Background: an optimization exercise with open tools, aiming at small area. Do not read the settings as production practice.
In this exercise RTL edits were held to simulation tests only and were not proved equivalent to the original.
Power is estimated from default activity; no workload was simulated.

`flow/design.v`:
```
module qrd_oc_screen #(
  parameter int DW  = 17,
  parameter int TOL = 16
) (
  input  logic [DW-1:0] i_x,
  output logic          o_bad
);
  logic [DW:0] w_ext;
  logic [DW:0] w_mag;
  assign w_ext = {i_x[DW-1], i_x};
  assign w_mag = i_x[DW-1] ? ((DW+1)'(0) - w_ext) : w_ext;
  assign o_bad = (w_mag > (DW+1)'(TOL));
endmodule
module qrd_out_collector #(
  parameter int DW      = 17,
  parameter int LATENCY = 6,
  parameter int TOL     = 16,
  parameter int CNT_W   = 12
) (
  input  logic                clk,
  input  logic                rst_n,
  input  logic                i_start,
  input  logic [CNT_W-1:0]    i_stream_len,
  input  logic [DW-1:0]       i_lane0,
  input  logic [DW-1:0]       i_lane1,
  input  logic [DW-1:0]       i_lane2,
  input  logic [DW-1:0]       i_lane3,
  output logic                o_mat_valid,
  input  logic                i_mat_ready,
  output logic [16*DW-1:0]    o_mat_data,
  output logic                o_mat_tri_err,
  output logic                o_busy,
  output logic                o_done,
  output logic                o_ovf
);
  localparam int NUM_LANES = 4;
  localparam int MW        = NUM_LANES*NUM_LANES*DW;
  localparam int WCW       = (LATENCY > 1) ? $clog2(LATENCY) : 1;
  typedef enum logic [1:0] {S_IDLE, S_WAIT, S_CAP} state_t;
  state_t                             r_state;
  logic [WCW-1:0]                     r_wcnt;
  logic [CNT_W-1:0]                   r_len;
  logic [CNT_W-1:0]                   r_mcnt;
  logic [1:0]                         r_beat;
  logic [2:0][NUM_LANES-1:0][DW-1:0]  r_cols;
  logic [MW-1:0]                      r_stg_data;
  logic                               r_stg_err;
  logic                               r_push;
  logic                               r_fin;
  logic                               r_done;
  logic [1:0][MW-1:0]                 r_mem;
  logic [1:0]                         r_err;
  logic                               r_rd;
  logic [1:0]                         r_cnt;
  logic                               r_ovf;
  logic [NUM_LANES-1:0][DW-1:0]       w_lanes;
  logic [2:0][NUM_LANES-1:0]          w_bad;
  logic                               w_samp;
  logic                               w_start_acc;
  logic                               w_pop;
  logic                               w_full;
  logic                               w_acc;
  logic                               w_wr;
  assign w_lanes = {i_lane3, i_lane2, i_lane1, i_lane0};
  for (genvar c = 0; c < 3; c++) begin : g_col
    for (genvar r = 0; r < NUM_LANES; r++) begin : g_row
      if (r > c) begin : g_chk
        qrd_oc_screen #(.DW(DW), .TOL(TOL)) u_scr (
          .i_x   (r_cols[c][r]),
          .o_bad (w_bad[c][r])
        );
      end else begin : g_upper
        assign w_bad[c][r] = 1'b0;
      end
    end
  end
  assign w_samp = ((r_state == S_WAIT) && (r_wcnt == '0)) ||
                  ((r_state == S_CAP) && (r_mcnt != r_len));
  assign w_start_acc = (r_state == S_IDLE) && i_start && (i_stream_len != '0);
  always_ff @(posedge clk or negedge rst_n) begin
    if (!rst_n) begin
      r_state    <= S_IDLE;
      r_wcnt     <= '0;
      r_len      <= '0;
      r_mcnt     <= '0;
      r_beat     <= '0;
      r_cols     <= '0;
      r_stg_data <= '0;
      r_stg_err  <= 1'b0;
      r_push     <= 1'b0;
      r_fin      <= 1'b0;
      r_done     <= 1'b0;
    end else begin
      r_push <= 1'b0;
      r_done <= 1'b0;
      r_fin  <= r_push && (r_mcnt == r_len);
      if (w_samp) begin
        case (r_beat)
          2'd0: r_cols[0] <= w_lanes;
          2'd1: r_cols[1] <= w_lanes;
          2'd2: r_cols[2] <= w_lanes;
          default: begin
            r_stg_data <= {w_lanes, r_cols};
            r_stg_err  <= |w_bad;
            r_push     <= 1'b1;
            r_mcnt     <= r_mcnt + CNT_W'(1);
          end
        endcase
        r_beat <= r_beat + 2'd1;
      end
      case (r_state)
        S_IDLE: begin
          if (i_start) begin
            if (i_stream_len != '0) begin
              r_len   <= i_stream_len;
              r_wcnt  <= WCW'(LATENCY - 1);
              r_mcnt  <= '0;
              r_beat  <= '0;
              r_state <= S_WAIT;
            end else begin
              r_done <= 1'b1;
            end
          end
        end
        S_WAIT: begin
          if (r_wcnt == '0) r_state <= S_CAP;
          else              r_wcnt  <= r_wcnt - WCW'(1);
        end
        S_CAP: begin
          if (r_fin) begin
            r_state <= S_IDLE;
            r_done  <= 1'b1;
          end
        end
        default: r_state <= S_IDLE;
      endcase
    end
  end
  assign w_pop  = (r_cnt != 2'd0) && i_mat_ready;
  assign w_full = (r_cnt == 2'd2);
  assign w_acc  = r_push && (!w_full || w_pop);
  assign w_wr   = r_rd ^ r_cnt[0];
  always_ff @(posedge clk or negedge rst_n) begin
    if (!rst_n) begin
      r_mem <= '0;
      r_err <= '0;
      r_rd  <= 1'b0;
      r_cnt <= 2'd0;
      r_ovf <= 1'b0;
    end else begin
      if (w_acc) begin
        r_mem[w_wr] <= r_stg_data;
        r_err[w_wr] <= r_stg_err;
      end
      if (w_pop) r_rd <= ~r_rd;
      r_cnt <= r_cnt + {1'b0, w_acc} - {1'b0, w_pop};
      if (w_start_acc)          r_ovf <= 1'b0;
      else if (r_push && !w_acc) r_ovf <= 1'b1;
    end
  end
  assign o_mat_valid   = (r_cnt != 2'd0);
  assign o_mat_data    = r_mem[r_rd];
  assign o_mat_tri_err = r_err[r_rd];
  assign o_busy        = (r_state == S_WAIT) || (r_state == S_CAP);
  assign o_done        = r_done;
  assign o_ovf         = r_ovf;
endmodule
```
`flow/run.sh`:
```
#!/bin/bash
# synth_recipe.tcl (not shown) runs the flow's synth.tcl, then flattens the netlist and writes it again
# the make line also repeats each setting of config.mk as NAME=value (left out here)
make -C /OpenROAD-flow-scripts/flow DESIGN_CONFIG=/design/flow/config.mk WORK_HOME=/design/flow/orfs CLKGATE_MAP_FILE= SYNTH_SCRIPT=/design/flow/synth_recipe.tcl finish
```
`flow/config.mk`:
```
export PLATFORM = sky130hd
export DESIGN_NAME = qrd_out_collector
export DESIGN_NICKNAME = qrd_out_collector
export VERILOG_FILES = /design/flow/design.v
export SDC_FILE = /design/flow/constraint.sdc
export NUM_CORES = 4
export LEC_CHECK = 0
export CAP_MARGIN = 20
export CORE_MARGIN = 2
export CORE_UTILIZATION = 40
export SLEW_MARGIN = 20
```
`flow/constraint.sdc`:
```
create_clock -name core_clock -period 5.0 [get_ports {clk}]
set_input_delay 1.0000 -clock core_clock [delete_from_list [all_inputs] [get_ports {clk}]]
set_output_delay 1.0000 -clock core_clock [all_outputs]
set_load 0.01 [all_outputs]
```
==> run notes <==
metal layers:
layer / GRT usage [%] / vias up
met2: 30.30 / 504
met4: 4.772 / 2
met1: 26.75 / 13700
met5: 0 / -
met3: 3.089 / 163
li1: - / 11870
logic make-up (layout without fill, tap and decap cells):
logic type               Yosys count  count (layout)  synth area share [%]
multiplexers                    1299            1299                 32.29
flip-flops                      1061            1061                 58.63
AND/OR/NAND/NOR                  295             295                 3.697
buffers and inverters            213             665                 1.870
AO/OA/AOI/OAI                    156             156                 2.406
XOR/XNOR                          32              32                0.6189
adder cells (fa/ha/maj)           18              18                0.4973
other                              0               2                     0
placed cells by master (no fill, tap or decap), drive strengths merged, types with 14 or more instances in the layout:
cell,instances
inv,46
nand4,18
nor3,33
xnor2,23
clkbuf,163
clkinv,33
nor4,22
nand2,51
nand3,20
bufinv,14
ha,18
dfrtp,1061
mux2,1294
a21oi,26
o21ai,40
nor2,63
buf,47
clkdlybuf4s50,359
cells in the mapped netlist (all sizes together) (8+ instances only):
cell    instances  area (um2)
nor4           22       158.9
ha             18       225.2
dfrtp        1061       26550
nand2          51       191.4
inv            40       150.1
nand4          18       112.6
nand2b         11       68.82
mux2         1294       14570
xor2            9       78.83
o21ai          40       200.2
nor2b           8       50.05
a21oi          26       130.1
xnor2          23       201.4
nand3          20       105.1
nor2           63       236.5
nor3           33       186.4
or4            11       103.9
clkbuf        151       566.8
or3            11       77.57
buf            22       130.1
stage by stage:
stage | util (%) | total power (W) | cells | setup WS (ns)
floorplan | - | 0.02057 | 3074 | 2.002
global placement | 45.17 | 0.02494 | 4807 | 1.367
detailed placement | 45.17 | 0.02517 | 4807 | 1.328
CTS | 48.78 | 0.03431 | 5026 | 1.009
global route | 48.78 | 0.03583 | 5026 | 0.9822
finish | 48.78 | 0.03387 | 5028 | 1.125
worst register-to-register path: stages, from the launching register on:
cell and delay, ns:
dfrtp_1 0.42, inv_1 0.08, ha_1 0.26, or4b_2 0.72, nor4b_2 0.45, nor2_1 0.06, o21ai_0 0.39, o2111ai_1 0.25
or4_2 0.71, o32a_1 0.30
report_power, final:
group / switching, W / internal [W]
sequential: 0.00286 / 0.0120
clock: 0.00356 / 0.00541
combinational: 0.00410 / 0.00592
worst min path at each step:
stage / depth (start not counted) / endpoint / startpoint / slack [ns]
2_1_floorplan: 2 / r_done / r_fin / 0.45
3_3_place_gp: 1 / r_stg_data[147] / r_cols[147] / 0.48
3_5_place_dp: 1 / r_stg_data[84] / r_cols[84] / 0.48
4_1_cts: 1 / r_stg_data[73] / rst_n / 0.30
5_1_grt: 1 / r_stg_data[73] / rst_n / 0.35
6_report: 1 / r_stg_data[73] / rst_n / 0.33
layout make-up:
type	count	area share, %
well taps	1500	3.425
clock inverters	56	1.265
repair buffers	406	7.717
flip-flops and latches	1061	48.45
multi-input cells	1800	32.73
diodes	2	0.009132
clock buffers	163	6.132
inverters	40	0.2740
==> flow_summary_export.csv <==
group,metric,value,unit
cts,cts_resized,0,
cts,clkLatencyLatePin,0.69,ns
critical_path,critical_path.slowest_cell,"dfrtp_4",
global_routing,overflow,0,
place,dp_hpwl,72.40,mm
cts,clockBufferDepth,3,
cells_and_area,fin_area,54800,um2
critical_path,cp-endpoint,"o_mat_data[201]",
yosys,synthCells,3074,
cts,clkSlewWorstSetupHoldPaths,0.06,ns
critical_path,rr_endpoint,"r_stg_err",
timing,slew_viol_final,0,
critical_path,worst-setup-path-type,"reg -> out",
drt,avgViaCountPerCell,5.219,
pwr,p_per_area,618.1,nW/um2
pwr,leakagePower,25.53,nW
min_path,hp-class,"in -> async",
yosys,ys_ff_latch,1061,
cells_and_area,area_growth,21.01,%
pwr,ir_worst_vdd,0.0002800,V
cells_and_area,nNetsFinal,3527,
die,die_y,340.5,um
cells_and_area,final_layout_size_suffix_gt1_share,44.78,%
timing,hold_viol,0,
critical_path,cp.arrival,2.88,ns
yosys,synth_edf_count,0,
yosys,yosysWarnings,1,
timing,rsz0062_at_grt,"no",
critical_path,crit_family,"buffers and inverters",
drt,ant_nets,0,
drt,via_count,26240,
yosys,synthesis.nets,3176,
yosys,ys.flop_type,"dfrtp_1",
global_routing,grt_max_degree,135,
drt,drc,0,
critical_path,path_buf_inv,2,
status,status,"timing/DRC/antenna clean",
cts,cts_hold_buf,0,
critical_path,critPathCaptureType,"output pin",
die,die_width,340.5,um
cells_and_area,nFillCells,9889,
job,cap_violations,0,
die,core-area,112300,um2
timing,hold_ws,0.3285,ns
drt,highest_layer,"met5",
cts,clock-root-buffer,"clkbuf_16",
timing,tightest_slew,1.248,ns
cts,h-tree-depth,3,
cells_and_area,multi_input_area,17930,um2
global_routing,grt_pass1_wl,170.7,mm
global_routing,antenna_found_initial,2,
die,io_pins,361,
cells_and_area,seq_area,26550,um2
place,place_congestion,0.9019,
cts,cts_setup_buffers,0,
timing,maxSlewHeadroom,16.78,%
die,dieArea,115900,um2
cts,numCtsBuffers,116,
global_routing,grt_pass1_vias,27030,
timing,period_share,77.51,%
critical_path,cp_num_cells,3,
drt,drtIter0Drc,1527,
timing,timing.clock.skew,0.02979,ns
yosys,ys_async_sr_fraction,100.0,%
drt,wl_met2,51.94,mm
timing,max_freq,258.0,MHz
critical_path,reg2reg_slack,1.26,ns
drt,drt-total-wl,109.6,mm
critical_path,path_cells,"buf_12, mux2_2, clkdlybuf4s50_1",
cts,clkSinkCount,1061,
timing,finalCriticalPeriod,3.875,ns
place,placed_area,50740,um2
yosys,seq_area_frac_synth,58.63,%
drt,detail_route.wl_per_cell,21.79,um
global_routing,groute.usage.overall,18.90,%
drt,wl_met1,51.01,mm
critical_path,r2r_cells,9,
die,start_util,40.31,%
yosys,synth_cell_types,83,
place,io_buffer_count,360,
critical_path,critical-path-max-stage-delay,0.78,ns
timing,finalSetupViolCount,0,
yosys,syn_avg_cell_area,14.73,um2
critical_path,crit_path_start,"r_rd",
timing,fin_setup_tns,0,ns
critical_path,crit_path_start_kind,"flip-flop",
critical_path,critPathRequiredTime,4.00,ns
drt,firstDrtPassIters,5,
critical_path,reg2reg_from,"r_cols[102]",
yosys,netlist_area,45290,um2
cts,cts_tree,"yes",
drt,route.met3.wl,4.094,mm
die,core.rowCount,123,
critical_path,path_max_fanout,61,

afterwards: timing with drivers on the ports:
How much do the figures lean on ideal ports? The routed layout below was timed once more, with nothing changed but the port constraints.
Step 1 assumes that a clkbuf_16 drives the clock port and a buf_2 every other input.
Step 2 also shifts input and output timing later by t, the mid clock arrival at the registers, as if the neighbouring blocks saw the same clock.
a / b / c = ideal / step 1 / step 2; a / b = the first two.
t (ns): 0.750
slack for setup (ns): 1.125 / 1.054 / 1.256
worst data-port slew with drivers (ns): 0.09
After both steps this run still meets setup and hold. The setup slack of this run moves by -0.071 ns with the drivers and by +0.131 ns with both steps.
